This design comes from an exercise in tuning for small area and a short achievable clock period on the open sky130 flow, not from production work. In this exercise RTL edits were held to simulation tests only and were not proved equivalent to the original. No activity file was given, so power comes from the tool's default toggle rates.

`flow/config.mk`:
```
export PLATFORM = sky130hd
export DESIGN_NAME = riscv_core
export DESIGN_NICKNAME = riscv_core
export VERILOG_FILES = /design/flow/design.v
export SDC_FILE = /design/flow/constraint.sdc
export NUM_CORES = 4
export LEC_CHECK = 0
export CAP_MARGIN = 10
export CORE_MARGIN = 2
export CORE_UTILIZATION = 40
export SETUP_SLACK_MARGIN = 3.2
export SLEW_MARGIN = 10
```
`flow/constraint.sdc`:
```
create_clock -name core_clock -period 6.5 [get_ports {clk}]
set_input_delay 1.3000 -clock core_clock [delete_from_list [all_inputs] [get_ports {clk}]]
set_output_delay 1.3000 -clock core_clock [all_outputs]
set_load 0.01 [all_outputs]
```
`flow/design.v`:
```
`timescale 1ns/1ps
module riscv_core (
    input  logic        clk,
    input  logic        rst_n,
    input  logic [31:0] instr,
    input  logic [31:0] read_data,
    output logic [31:0] pc,
    output logic        mem_rd_en,
    output logic [31:0] read_addr,
    output logic        mem_wr_en,
    output logic [31:0] write_addr,
    output logic [31:0] wr_data
);
    logic [31:2] pc_q;
    logic        fetch_valid;
    logic        stall;
    always_ff @(posedge clk) begin
        if (!rst_n) begin
            pc_q        <= '0;
            fetch_valid <= 1'b0;
        end else begin
            if (!stall) begin
                pc_q <= pc_q + 30'd1;
            end
            fetch_valid <= 1'b1;
        end
    end
    assign pc = {pc_q, 2'b00};
    logic [6:0] opcode;
    logic [2:0] f3;
    logic [6:0] f7;
    logic [4:0] rd, rs1, rs2;
    assign opcode = instr[6:0];
    assign f3     = instr[14:12];
    assign f7     = instr[31:25];
    assign rd     = instr[11:7];
    assign rs1    = instr[19:15];
    assign rs2    = instr[24:20];
    logic is_op, op_ok, is_addi, is_lw, is_sw, valid, rs2_used, wen;
    assign is_op   = opcode == 7'b0110011;
    assign op_ok   = (f7 == 7'b0000000 && (f3 == 3'b000 || f3 == 3'b010 || f3 == 3'b100 ||
                                           f3 == 3'b110 || f3 == 3'b111)) ||
                     (f7 == 7'b0100000 && f3 == 3'b000);
    assign is_addi = opcode == 7'b0010011 && f3 == 3'b000;
    assign is_lw   = opcode == 7'b0000011 && f3 == 3'b010;
    assign is_sw   = opcode == 7'b0100011 && f3 == 3'b010;
    assign valid   = fetch_valid && ((is_op && op_ok) || is_addi || is_lw || is_sw);
    assign rs2_used = is_op || is_sw;
    assign wen     = !is_sw && rd != 5'd0;
    logic        id_ex_hold;       
    logic [4:0]  id_ex_rd;
    logic        id_ex_wen;        
    logic        id_ex_load;
    logic        id_ex_store;
    logic [31:0] alu_result;
    logic [4:0]  ex_mem_rd;
    logic        ex_mem_wen;
    logic        ex_mem_load;
    logic        ex_mem_store;
    logic [31:0] ex_mem_op1;
    logic [31:0] ex_mem_op2;
    logic [4:0]  wb_rd;
    logic        wb_wen;
    logic        wb_load;
    logic [31:0] wb_result;
    logic [31:0] wb_value;
    assign wb_value = wb_load ? read_data : wb_result;
    logic a_ex, a_mem, a_wb, b_ex, b_mem, b_wb;
    assign a_ex  = id_ex_wen && id_ex_rd == rs1;
    assign a_mem = ex_mem_wen && ex_mem_rd == rs1;
    assign a_wb  = wb_wen && wb_rd == rs1;
    assign b_ex  = id_ex_wen && id_ex_rd == rs2;
    assign b_mem = ex_mem_wen && ex_mem_rd == rs2;
    assign b_wb  = wb_wen && wb_rd == rs2;
    assign stall = valid && !id_ex_hold && id_ex_load &&
                   (a_ex || (rs2_used && b_ex));
    logic a_ld, b_ld, a_ld2, b_ld2;
    assign a_ld  = a_mem && ex_mem_load && !a_ex;
    assign b_ld  = b_mem && ex_mem_load && !b_ex;
    assign a_ld2 = a_ex && id_ex_load;
    assign b_ld2 = b_ex && id_ex_load;
    logic [31:0] regs [1:31];
    always_ff @(posedge clk) begin
        for (int i = 1; i < 32; i++) begin
            if (wb_wen && wb_rd == 5'(i)) begin
                regs[i] <= wb_value;
            end
        end
    end
    logic [31:0] a_reg, b_reg, a_val, b_val;
    always_comb begin
        a_reg = (rs1 == 5'd0) ? 32'd0 : regs[rs1];
        b_reg = (rs2 == 5'd0) ? 32'd0 : regs[rs2];
        a_val = a_ex  ? alu_result :
                a_mem ? ex_mem_op1 :
                a_wb  ? wb_value : a_reg;
        b_val = b_ex  ? alu_result :
                b_mem ? ex_mem_op1 :
                b_wb  ? wb_value : b_reg;
    end
    logic use_imm, do_sub, r_sum, r_and, r_or, r_xor, r_slt;
    assign use_imm = !is_op;
    assign do_sub  = is_op && (f7[5] || f3 == 3'b010);
    assign r_sum   = !is_op || f3 == 3'b000;
    assign r_slt   = is_op && f3 == 3'b010;
    assign r_xor   = is_op && f3 == 3'b100;
    assign r_or    = is_op && f3 == 3'b110;
    assign r_and   = is_op && f3 == 3'b111;
    logic        id_ex_a_ld, id_ex_b_ld, id_ex_a_ld2, id_ex_b_ld2;
    logic [31:0] id_ex_op1, id_ex_op2;
    logic [11:0] id_ex_imm;
    logic        id_ex_use_imm, id_ex_sub;
    logic        id_ex_r_sum, id_ex_r_and, id_ex_r_or, id_ex_r_xor, id_ex_r_slt;
    logic [31:0] ex_a, ex_b;
    always_ff @(posedge clk) begin
        if (!rst_n) begin
            id_ex_hold  <= 1'b0;
            id_ex_wen   <= 1'b0;
            id_ex_load  <= 1'b0;
            id_ex_store <= 1'b0;
        end else if (id_ex_hold) begin
            id_ex_hold  <= 1'b0;
        end else if (!valid) begin
            id_ex_wen   <= 1'b0;
            id_ex_load  <= 1'b0;
            id_ex_store <= 1'b0;
        end else begin
            id_ex_hold  <= stall;
            id_ex_wen   <= wen;
            id_ex_load  <= is_lw;
            id_ex_store <= is_sw;
        end
    end
    always_ff @(posedge clk) begin
        if (id_ex_hold) begin
            id_ex_op1  <= ex_a;
            id_ex_op2  <= ex_b;
            id_ex_a_ld <= id_ex_a_ld2;
            id_ex_b_ld <= id_ex_b_ld2;
        end else begin
            id_ex_rd      <= rd;
            id_ex_a_ld    <= a_ld;
            id_ex_b_ld    <= b_ld;
            id_ex_a_ld2   <= a_ld2;
            id_ex_b_ld2   <= b_ld2;
            id_ex_op1     <= a_val;
            id_ex_op2     <= b_val;
            id_ex_imm     <= is_sw ? {f7, rd} : instr[31:20];
            id_ex_use_imm <= use_imm;
            id_ex_sub     <= do_sub;
            id_ex_r_sum   <= r_sum;
            id_ex_r_and   <= r_and;
            id_ex_r_or    <= r_or;
            id_ex_r_xor   <= r_xor;
            id_ex_r_slt   <= r_slt;
        end
    end
    logic [31:0] alu_b, b_inv, sum;
    logic        slt;
    assign ex_a  = id_ex_a_ld ? read_data : id_ex_op1;
    assign ex_b  = id_ex_b_ld ? read_data : id_ex_op2;
    assign alu_b = id_ex_use_imm ? {{20{id_ex_imm[11]}}, id_ex_imm} : ex_b;
    assign b_inv = alu_b ^ {32{id_ex_sub}};
    assign sum   = ex_a + b_inv + {31'b0, id_ex_sub};
    assign slt   = (ex_a[31] ^ alu_b[31]) ? ex_a[31] : sum[31];
    assign alu_result = ({32{id_ex_r_sum}} & sum) |
                        ({32{id_ex_r_and}} & (ex_a & alu_b)) |
                        ({32{id_ex_r_or}}  & (ex_a | alu_b)) |
                        ({32{id_ex_r_xor}} & (ex_a ^ alu_b)) |
                        {31'b0, id_ex_r_slt & slt};
    always_ff @(posedge clk) begin
        if (!rst_n || id_ex_hold) begin
            ex_mem_wen   <= 1'b0;
            ex_mem_load  <= 1'b0;
            ex_mem_store <= 1'b0;
        end else begin
            ex_mem_wen   <= id_ex_wen;
            ex_mem_load  <= id_ex_load;
            ex_mem_store <= id_ex_store;
        end
    end
    always_ff @(posedge clk) begin
        ex_mem_rd  <= id_ex_rd;
        ex_mem_op1 <= alu_result;
        ex_mem_op2 <= ex_b;
    end
    assign mem_rd_en  = ex_mem_load;
    assign read_addr  = ex_mem_op1;
    assign mem_wr_en  = ex_mem_store;
    assign write_addr = ex_mem_op1;
    assign wr_data    = ex_mem_op2;
    always_ff @(posedge clk) begin
        if (!rst_n) begin
            wb_wen  <= 1'b0;
            wb_load <= 1'b0;
        end else begin
            wb_wen  <= ex_mem_wen;
            wb_load <= ex_mem_load;
        end
    end
    always_ff @(posedge clk) begin
        wb_rd     <= ex_mem_rd;
        wb_result <= ex_mem_op1;
    end
endmodule
```
`flow/flow/run.sh`:
```
#!/bin/bash
# Standard ORFS layout with two changes: ports get buf_2 buffers instead of the
# default delay buffer, and clock tree synthesis inserts no dummy loads and
# clusters more sinks per leaf buffer.
set -euo pipefail
bash standard.sh finish \
  "BUFFER_PORTS_ARGS=-buffer_cell sky130_fd_sc_hd__buf_2" \
  "CTS_ARGS=-sink_clustering_enable -repair_clock_nets -dont_use_dummy_load -buf_list sky130_fd_sc_hd__clkbuf_16 -sink_clustering_size 30 -sink_clustering_max_diameter 70" \
  > run_make.log 2>&1
```
`flow/standard.sh`:
```
#!/bin/bash
# synth_recipe.tcl (not shown) runs the flow's synth.tcl, then flattens the netlist and writes it again
# the make line also repeats each setting of config.mk as NAME=value (left out here)
make -C /OpenROAD-flow-scripts/flow DESIGN_CONFIG=/design/flow/config.mk WORK_HOME=/design/flow/orfs CLKGATE_MAP_FILE= SYNTH_SCRIPT=/design/flow/synth_recipe.tcl "${@:-finish}"
```
==> summary.md, run 1 <==
| Metric | Value |
|---|---|
| Largest net degree at the start of global routing | `47` |
| Worst reg2reg path endpoint | `id_ex_op1[31]` |
| CP arrival | `4430 ps` |
| Hold EP | `wb_rd[3]` |
| Worst skew pair latency | `750 ps` |
| Count of pins over their slew limit | `0` |
| Total power | `18.40 mW` |
| Final Setup Violations | `0` |
| Worst Reg-to-Reg Cells | `13` |
| MaxCap Viol Count | `0` |
| Die ar. | `142700 um2` |
| CTS tree | `built` |
| Outcome | `no timing/DRC/antenna violations` |
| Commonest cells after routing, fill and taps aside | `edfxtp_1 (1018), a22oi_1 (792), buf_4 (386)` |
| Routed vias | `50460` |
| Number of antenna-violating nets in the routed design | `0` |
| Post-CTS Hold Fix Bufs | `0` |
| Grt total ovfl | `0` |
| CP delay by family, top | `compound AO/OA/AOI/OAI gates` |
| Core Region | `139000 um2` |
| Post-synth EDFFs | `1018` |
| Post-route setup TNS | `0 ps` |
| Cell area after layout | `66540 um2` |
| Initial antenna violation count | `32` |
| Vias in the first global route | `45210` |
| CP peak stage delay | `440 ps` |
| Gr busiest metal | `met2` |
| Post-synth cell types | `91` |
| Critical path class | `register to register` |
| Routing usage on met1 | `roughly 45%` |
| RSZ-0062 raised after global routing | `true` |
| Layout overhead on the synthesized area | `19.08%` |
| Highest clock rate | `0.2592 GHz` |
| Number of buffers added on ports | `roughly 190` |
| # fillers | `12050` |
| CTS Root Buffer Type | `clkbuf_16` |
| Reg2reg setup slack | `roughly 2600 ps` |
| Final Cycle Share | `59.35%` |
| First-pass GRT wire length | `approximately 380 mm` |
| Placed cell area | `59670 um2` |
| Clk pin slew, worst setup/hold paths | `about 90 ps` |
| Most common cell after layout, fill and taps aside | `edfxtp_1` |
| Fin. Hold Viols | `0` |
| Final design utilization | `roughly 48%` |
| Hold Path Stages | `0` |
| Leak | `23.05 nW` |
| Clk buf depth | `3` |
| Floorplan row count | `137` |
| Pre-antenna DRT Iters | `14` |
| Clock net sink count | `1230` |
| Worst R2R Start | `id_ex_a_ld` |
| Tmin final | `around 3900 ps` |
| Crit. End Element | `register` |
| FF+latch count, synth | `~1200` |
| Nets | `5013` |
| Crit-path cells | `buf_4, buf_4, mux2_2, ha_1, nand2_2, o211ai_1, nand2_2, a31oi_4, o2111ai_2, o31a_1, xnor2_2, a221o_2, a221o_1` |
| Share of async-settable or async-resettable flops after synthesis | `0%` |
| Cells after Synth | `4459` |
| Worst slew margin | `3.777%` |
| Sequential-to-total area share from yosys stat | `62.30%` |
| Met2 Track Usage GR | `55.03%` |
| GR Layer Usage met3 | `approximately a fifth` |
| Maximum vdd drop | `0.2049 mV` |
| H-tree depth | `3` |
| PwrDens | `276.6 nW/um2` |
| Worst-Margin Slew | `1428 ps` |
| Initial Util | `roughly two fifths` |
| WP buf/inv | `2` |
| Die W | `377.8 um` |
| WL final | `291.3 mm` |
| Worst-path cell with the longest stage delay | `dfxtp_4` |
| WL/cell | `between 40 and 50 um` |
| Final HPWL DP | `165.2 mm` |
| Routability cong. | `1.035` |
| Syn Area/Cell | `12.53 um2` |
| Vias/cell | `between 7 and 8` |
| Crit-path max FO | `6` |
| Skew final | `approximately 86 ps` |
| Yosys warnings | `34` |
| # DRC | `0` |
| Min-delay src | `ex_mem_rd[3]` |
| GRT Overall Usage | `between 30% and 40%` |
| Share of cells above drive strength 1 | `25.22%` |
| CTS buffer count | `73` |
| Crit path required time | `~7100 ps` |
| Iter 0 DRT Violations | `between 10000 and 15000` |
| Ports | `196` |
| Top_reg_cell synth | `edfxtp_1` |
| Critical Path Start Type | `register` |
| Mapped Area | `55880 um2` |
| Worst hold-check path type | `register to register` |
| Die height | `377.8 um` |
-- cells by family (layout without fill, tap and decap cells) --
| logic type | Yosys count | count (layout) | share of synthesized area [%] |
|---|---|---|---|
| simple gates | 965 | 978 | 8.697 |
| xor+xnor | 119 | 119 | 1.865 |
| buf+inv | 470 | 839 | 3.612 |
| flops | 1230 | 1230 | 62.30 |
| compound gates | 1455 | 1455 | 18.90 |
| fa+ha+maj | 103 | 103 | 2.320 |
| mux | 116 | 116 | 2.300 |
| other cells | 1 | 27 | 0.006711 |
-- synth_stat cells (all sizes together) (14+ instances only) --
cell       n  area [um2]
edfxtp  1018       30570
o211ai    32       245.2
inv       96       360.3
mux2      86       968.4
xnor2     60       525.5
o21ai    142       710.7
a221oi    33       295.3
a22oi    801        6013
and3      39       249.0
nand4    133       832.1
nor2b     16       102.6
nor3      64       320.3
a211o     14       122.6
nand3    103       515.5
xor2      59       516.8
clkbuf   228       855.8
a222oi    54       540.5
a31oi     24       156.4
dfxtp    212        4244
mux2i     30       316.5
a21oi    173       865.8
and4      14       123.9
nand2    242       908.4
nor2     199       747.0
ha       102        1276
a221o     32       321.6
or3       21       131.4
o221ai    18       163.9
a211oi    26       195.2
nor4      26       183.9
and2      61       381.6
buf      146       802.0
a22o      25       219.0
-- cell type report --
type	count	area [um2]	area share (%)
Timing Repair Buffer	670	5553	8.345
Tap cell	1876	2347	3.528
Inverter	96	360.3	0.5415
Multi-Input combinational cell	2773	21570	32.41
Antenna cell	25	62.56	0.09402
Sequential cell	1230	34830	52.34
Clock buffer	73	1827	2.745
-- worst register-to-register path, cell delays in order (launching register included) --
cell and delay [ps]:
dfxtp_4 440, buf_4 240, buf_4 230, mux2_2 410, ha_1 340, nand2_2 80
o211ai_1 260, nand2_2 140, a31oi_4 280, o2111ai_2 160, o31a_1 310, xnor2_2 150
a221o_2 380, a221o_1 300
-- layer usage --
metal  wire length (um)  vias up
met3              51590     2134
met5                808        -
met1              90720    23800
met4              32400       40
met2             115800     6017
li1                   -    18470
-- stage by stage --
step                hold WS [ps]  worst slack, ps  instances
floorplan                  373.2             2397       4460
global placement           384.1             1357       6325
detailed placement         385.0             1368       6325
CTS                        393.7             2590       6587
global route               405.2             2542       6725
finish                     393.3             2642       6743
-- registers in the layout (all words and copies together) (netlist names), 5 cells and up --
| name | cells |
|---|---|
| id_ex_imm | 12 |
| ex_mem_op2 | 32 |
| regs | 992 |
| pc_q | 30 |
| id_ex_op1 | 32 |
| wb_result | 32 |
| ex_mem_rd | 5 |
| wb_rd | 5 |
| id_ex_op2 | 32 |
| ex_mem_op1 | 32 |
| id_ex_rd | 5 |
-- power breakdown --
part | total (mW) | switching [mW] | internal (mW)
Sequential | 9.98 | 0.298 | 9.69
Combinational | 3.82 | 2.66 | 1.15
Clock | 4.60 | 2.60 | 2.00
-- worst max path at each step --
| stage | from | endpoint | slack (ps) | cells after the start |
|---|---|---|---|---|
| floorplan | read_data[8] | id_ex_op1[31] | 2400 | 13 |
| global placement | read_data[9] | id_ex_op1[28] | 1360 | 14 |
| detailed placement | read_data[9] | id_ex_op1[28] | 1370 | 14 |
| CTS | id_ex_b_ld | id_ex_op1[31] | 2590 | 16 |
| global route | id_ex_b_ld | id_ex_op1[31] | 2540 | 15 |
| finish | id_ex_a_ld | id_ex_op1[31] | 2640 | 13 |
-- what timing repair did --
item,CTS,global route
pin swaps,123,88
setup endpoints to repair,120,92
setup buffers,177,125
cloned,12,6
resized for setup,336,133
hold endpoints to repair,0,0
==> run 2: changes to the inputs <==
--- a/flow/design.v
+++ b/flow/design.v
@@ -74,11 +74,13 @@
     assign b_wb  = wb_wen && wb_rd == rs2;
     assign stall = valid && !id_ex_hold && id_ex_load &&
                    (a_ex || (rs2_used && b_ex));
-    logic a_ld, b_ld, a_ld2, b_ld2;
+    logic a_ld, b_ld, s_ld, a_ld2, b_ld2, s_ld2;
     assign a_ld  = a_mem && ex_mem_load && !a_ex;
-    assign b_ld  = b_mem && ex_mem_load && !b_ex;
+    assign b_ld  = is_op && b_mem && ex_mem_load && !b_ex;
+    assign s_ld  = is_sw && b_mem && ex_mem_load && !b_ex;
     assign a_ld2 = a_ex && id_ex_load;
-    assign b_ld2 = b_ex && id_ex_load;
+    assign b_ld2 = is_op && b_ex && id_ex_load;
+    assign s_ld2 = is_sw && b_ex && id_ex_load;
     logic [31:0] regs [1:31];
     always_ff @(posedge clk) begin
         for (int i = 1; i < 32; i++) begin
@@ -87,7 +89,10 @@
             end
         end
     end
-    logic [31:0] a_reg, b_reg, a_val, b_val;
+    logic [31:0] alu_sum, alu_logic;
+    logic        id_ex_r_sum;
+    logic [31:0] a_reg, b_reg, a_val, b_val, imm;
+    assign imm = is_sw ? {{20{f7[6]}}, f7, rd} : {{20{instr[31]}}, instr[31:20]};
     always_comb begin
         a_reg = (rs1 == 5'd0) ? 32'd0 : regs[rs1];
         b_reg = (rs2 == 5'd0) ? 32'd0 : regs[rs2];
@@ -98,20 +103,18 @@
                 b_mem ? ex_mem_op1 :
                 b_wb  ? wb_value : b_reg;
     end
-    logic use_imm, do_sub, r_sum, r_and, r_or, r_xor, r_slt;
-    assign use_imm = !is_op;
+    logic do_sub, r_sum, r_and, r_or, r_xor, r_slt;
     assign do_sub  = is_op && (f7[5] || f3 == 3'b010);
     assign r_sum   = !is_op || f3 == 3'b000;
     assign r_slt   = is_op && f3 == 3'b010;
     assign r_xor   = is_op && f3 == 3'b100;
     assign r_or    = is_op && f3 == 3'b110;
     assign r_and   = is_op && f3 == 3'b111;
-    logic        id_ex_a_ld, id_ex_b_ld, id_ex_a_ld2, id_ex_b_ld2;
-    logic [31:0] id_ex_op1, id_ex_op2;
-    logic [11:0] id_ex_imm;
-    logic        id_ex_use_imm, id_ex_sub;
-    logic        id_ex_r_sum, id_ex_r_and, id_ex_r_or, id_ex_r_xor, id_ex_r_slt;
-    logic [31:0] ex_a, ex_b;
+    logic        id_ex_a_ld, id_ex_b_ld, id_ex_s_ld, id_ex_a_ld2, id_ex_b_ld2, id_ex_s_ld2;
+    logic [31:0] id_ex_op1, id_ex_op2, id_ex_sd;
+    logic        id_ex_sub;
+    logic        id_ex_r_and, id_ex_r_or, id_ex_r_xor, id_ex_r_slt;
+    logic [31:0] ex_a, ex_b, ex_sd;
     always_ff @(posedge clk) begin
         if (!rst_n) begin
             id_ex_hold  <= 1'b0;
@@ -135,18 +138,21 @@
         if (id_ex_hold) begin
             id_ex_op1  <= ex_a;
             id_ex_op2  <= ex_b;
+            id_ex_sd   <= ex_sd;
             id_ex_a_ld <= id_ex_a_ld2;
             id_ex_b_ld <= id_ex_b_ld2;
+            id_ex_s_ld <= id_ex_s_ld2;
         end else begin
             id_ex_rd      <= rd;
             id_ex_a_ld    <= a_ld;
             id_ex_b_ld    <= b_ld;
+            id_ex_s_ld    <= s_ld;
             id_ex_a_ld2   <= a_ld2;
             id_ex_b_ld2   <= b_ld2;
+            id_ex_s_ld2   <= s_ld2;
             id_ex_op1     <= a_val;
-            id_ex_op2     <= b_val;
-            id_ex_imm     <= is_sw ? {f7, rd} : instr[31:20];
-            id_ex_use_imm <= use_imm;
+            id_ex_op2     <= is_op ? b_val : imm;
+            id_ex_sd      <= b_val;
             id_ex_sub     <= do_sub;
             id_ex_r_sum   <= r_sum;
             id_ex_r_and   <= r_and;
@@ -155,19 +161,19 @@
             id_ex_r_slt   <= r_slt;
         end
     end
-    logic [31:0] alu_b, b_inv, sum;
+    logic [31:0] b_inv;
     logic        slt;
     assign ex_a  = id_ex_a_ld ? read_data : id_ex_op1;
     assign ex_b  = id_ex_b_ld ? read_data : id_ex_op2;
-    assign alu_b = id_ex_use_imm ? {{20{id_ex_imm[11]}}, id_ex_imm} : ex_b;
-    assign b_inv = alu_b ^ {32{id_ex_sub}};
-    assign sum   = ex_a + b_inv + {31'b0, id_ex_sub};
-    assign slt   = (ex_a[31] ^ alu_b[31]) ? ex_a[31] : sum[31];
-    assign alu_result = ({32{id_ex_r_sum}} & sum) |
-                        ({32{id_ex_r_and}} & (ex_a & alu_b)) |
-                        ({32{id_ex_r_or}}  & (ex_a | alu_b)) |
-                        ({32{id_ex_r_xor}} & (ex_a ^ alu_b)) |
-                        {31'b0, id_ex_r_slt & slt};
+    assign ex_sd = id_ex_s_ld ? read_data : id_ex_sd;
+    assign b_inv = ex_b ^ {32{id_ex_sub}};
+    assign alu_sum = ex_a + b_inv + {31'b0, id_ex_sub};
+    assign slt   = (ex_a[31] ^ ex_b[31]) ? ex_a[31] : alu_sum[31];
+    assign alu_logic = ({32{id_ex_r_and}} & (ex_a & ex_b)) |
+                       ({32{id_ex_r_or}}  & (ex_a | ex_b)) |
+                       ({32{id_ex_r_xor}} & (ex_a ^ ex_b)) |
+                       {31'b0, id_ex_r_slt & slt};
+    assign alu_result = id_ex_r_sum ? alu_sum : alu_logic;
     always_ff @(posedge clk) begin
         if (!rst_n || id_ex_hold) begin
             ex_mem_wen   <= 1'b0;
@@ -182,7 +188,7 @@
     always_ff @(posedge clk) begin
         ex_mem_rd  <= id_ex_rd;
         ex_mem_op1 <= alu_result;
-        ex_mem_op2 <= ex_b;
+        ex_mem_op2 <= ex_sd;
     end
     assign mem_rd_en  = ex_mem_load;
     assign read_addr  = ex_mem_op1;
--- a/flow/config.mk
+++ b/flow/config.mk
@@ -5,8 +5,8 @@
 export SDC_FILE = /design/flow/constraint.sdc
 export NUM_CORES = 4
 export LEC_CHECK = 0
-export CAP_MARGIN = 10
+export CAP_MARGIN = 20
 export CORE_MARGIN = 2
 export CORE_UTILIZATION = 40
 export SETUP_SLACK_MARGIN = 3.2
-export SLEW_MARGIN = 10
+export SLEW_MARGIN = 20
==> summary.md, run 2 <==
| Metric | Value |
|---|---|
| Final Cycle Share | `58.40%` |
| Top cell type's share of synthesized area | `52.37%` |
| PwrDens | `260.7 nW/um2` |
| Outcome | `no timing/DRC/antenna violations` |
| Ports | `196` |
| Share of async-settable or async-resettable flops after synthesis | `0%` |
| Final Setup Violations | `0` |
| WL/cell | `43.99 um` |
| Post-route insts no fill | `7163` |
| Final design utilization | `49.45%` |
| Crit path required time | `7090 ps` |
| Worst hold margin | `404.6 ps` |
| Synth Area in Compound Gates | `17.96%` |
| Most common cell after layout, fill and taps aside | `edfxtp_1` |
| CTS tree | `built` |
| Floorplan row count | `139` |
| Skew final | `98.66 ps` |
| Cells after Synth | `4782` |
| Initial antenna violation count | `30` |
| Synth area leader | `edfxtp_1` |
| Pre-antenna DRT Iters | `15` |
| Met2 routed WL | `124.6 mm` |
| Share of cells above drive strength 1 | `about 28%` |
| Crit-path max FO | `9` |
| Grt total ovfl | `0` |
| Syn Area/Cell | `12.06 um2` |
| Placed insts | `6639` |
| Critical path class | `primary input to register` |
| FF+latch count, synth | `between 1000 and 1500` |
| Clk pin slew, worst setup/hold paths | `roughly 90 ps` |
| Largest net degree at the start of global routing | `65` |
| Mux share of post-synthesis cell area | `3.217%` |
| Top Layer Used | `met5` |
| Post-route setup TNS | `0 ps` |
| Post-CTS Hold Fix Bufs | `0` |
| Iter 0 DRT Violations | `14150` |
| # fillers | `~12000` |
| Yosys warnings | `34` |
| Die W | `383.8 um` |
| Critical Path Start Type | `primary input` |
| Leak | `24.80 nW` |
| # DRC | `0` |
| First-pass GRT wire length | `410.6 mm` |
| Count of pins over their slew limit | `0` |
| Routability cong. | `roughly 1.0` |
| Synth area leaders | `edfxtp_1 (52%), a22oi_1 (9.6%), dfxtp_1 (8.5%)` |
| Post-synth EDFFs | `slightly above 1000` |
| CTS buffer count | `71` |
| Post-Synth Adder-Cell Area | `2.095%` |
| Total power | `18.48 mW` |
| Most common cell in the netlist | `edfxtp_1` |
| Worst-Margin Slew | `around 1300 ps` |
| Crit. End Element | `register` |
| Fin. Hold Viols | `0` |
| M1 wire length | `around 100 mm` |
| H-tree depth | `3` |
| Number of antenna-violating nets in the routed design | `0` |
| Initial Util | `between 40% and 50%` |
| WP buf/inv | `3` |
| Number of buffers added on ports | `193` |
| GRT Overall Usage | `roughly two fifths` |
| Routed vias | `around 54000` |
| Mapped Area | `between 50000 and 60000 um2` |
| Synth cell count leaders | `edfxtp_1 (1006), a22oi_1 (739), clkbuf_1 (288)` |
| Reg with most FFs | `regs` |
| Worst hold-check path type | `register to register` |
| Largest family of logic cells by synthesized area | `compound AO/OA/AOI/OAI gates` |
| Final HPWL DP | `170.8 mm` |
| Top_reg_cell synth | `edfxtp_1` |
| Clock net sink count | `1251` |
| Clk buf depth | `3` |
| Largest register FFs | `992` |
| MaxCap Viol Count | `0` |
| Die ar. | `approximately 150000 um2` |
| Commonest cells after routing, fill and taps aside | `edfxtp_1 (1006), a22oi_1 (694), buf_4 (387)` |
| CP peak stage delay | `740 ps` |
| CP arrival | `about 4400 ps` |
| Nets | `5397` |
| Core Region | `143300 um2` |
| Layout overhead on the synthesized area | `22.85%` |
| Die height | `383.8 um` |
| Synth Area in XOR/XNOR | `approximately 1.5%` |
| Maximum vdd drop | `0.2377 mV` |
| Met3 wire len | `56.95 mm` |
| Worst slew margin | `15.94%` |
| Vias in the first global route | `48320` |
| CP delay by family, top | `simple AND/OR/NAND/NOR gates` |
| Highest clock rate | `0.2635 GHz` |
| Crit-path cells | `buf_16, buf_12, nand2_1, nor2_4, buf_4, a2111oi_0, nand3_1, or4_4, a22oi_1, o21ai_0, mux2i_1, a21oi_1` |
| CTS Root Buffer Type | `clkbuf_16` |
| Sequential-to-total area share from yosys stat | `60.87%` |
| Vias/cell | `approximately 7.6` |
| WL final | `315.1 mm` |
| Post-synth cell types | `79` |
| Tmin final | `approximately 3800 ps` |
| Worst skew pair latency | `770 ps` |
| RSZ-0062 raised after global routing | `true` |
| Worst-path cell with the longest stage delay | `a2111oi_0` |
| Post-synthesis simple-gate area fraction | `10.76%` |
[run 2: changes by cell type in the layout (fill, tap and decap cells not counted), sizes merged, moves of 17 or more]
cell and change:
a2111oi +39, a21oi +29, a221o -23, a22oi -62, and2 +24, and3 +114, buf +79, dfxtp +33
mux2i +44, nand3 +45, nor2 +49, xor2 -17
[run 2: power breakdown]
group	internal [mW]	switching, mW	leakage, nW
logic	1.19	2.67	12.8
clock network	1.95	2.69	0.875
registers	9.71	0.265	11.1
total	12.9	5.62	24.8
[run 2: metal layers]
layer / vias to the layer above / GRT usage, %
met1: 26130 / 46.78
li1: 19760 / -
met5: - / 3.281
met3: 2098 / 21.95
met4: 34 / 29.59
met2: 6363 / 56.97
[run 2: through the flow]
stage	setup slack (ps)	instance area [um2]
2_1_floorplan	2610	59650
3_3_place_gp	1067	62180
3_5_place_dp	1085	62240
4_1_cts	2856	68580
5_1_grt	2725	70820
6_report	2704	70870
[run 2: cell type report]
cell class	count	area, um2	share of cell area (%)
Antenna cell	27	67.56	0.09534
Clock buffer	71	1777	2.507
Inverter	92	345.3	0.4873
Multi-Input combinational cell	3068	24130	34.05
Sequential cell	1251	35130	49.57
Tap cell	1903	2381	3.360
Timing Repair Buffer	751	7042	9.936
[run 2: final timing paths]
| kind | startpoint | endpoint | slack, ps | depth (start not counted) |
|---|---|---|---|---|
| setup / recovery | instr[24] | id_ex_sd[24] | 2700 | 12 |
| hold / removal | ex_mem_rd[1] | wb_rd[1] | 400 | 0 |
| setup reg to reg | id_ex_sub | id_ex_op2[0] | 2780 | 14 |
| hold reg to reg | ex_mem_rd[1] | wb_rd[1] | 400 | 0 |
[run 2: cells by family after synthesis]
group | after synthesis
compound gates | 1456
flops | 1251
simple gates | 1208
buf+inv | 499
mux | 173
xor+xnor | 98
fa+ha+maj | 96
other cells | 1
[run 2: worst register-to-register path, cell delays in order (launching register included)]
cell and delay [ps]:
edfxtp_1 530, buf_4 320, buf_4 240, xnor2_1 100, ha_2 420, nand2_2 140
a21boi_0 320, o21ai_0 150, nand2b_1 200, o211ai_1 110, buf_4 180, mux2i_1 120
a211o_1 300, a21o_1 200, a221o_1 290
[run 2: repair_timing]
item	4_1_cts	5_1_grt
gates resized for setup	366	200
endpoints found under the setup margin	152	123
pin swaps	106	104
buffers inserted	265	118
gates cloned	35	7

re-timing with driven ports:
The results above use ideal ports. As a check the final layouts listed here were re-extracted and re-timed, cells and wires unchanged.
Step 1: set_driving_cell puts a clkbuf_16 on clk and a buf_2 on each other input, an assumption about the parent block.
Step 2 moves the port delays by t, midway between the first and last clock arrival at a register: inputs arrive t later, outputs are due t later. That takes back most of the time a late clock gives input paths.
Three values: no drivers, after step 1, after step 2; two values: the first two.
run | t (ns) | setup slack, ns | worst register clock-pin slew, ns
run 1 | 0.784 | 2.642 / 2.642 / 1.882 | 0.12 / 0.12
run 2 | 0.789 | 2.704 / 2.601 / 1.811 | 0.12 / 0.12
After both steps every run listed still meets setup and hold. The setup slack of run 2, which loses most, moves by -0.103 ns with the drivers and by -0.893 ns with both steps.
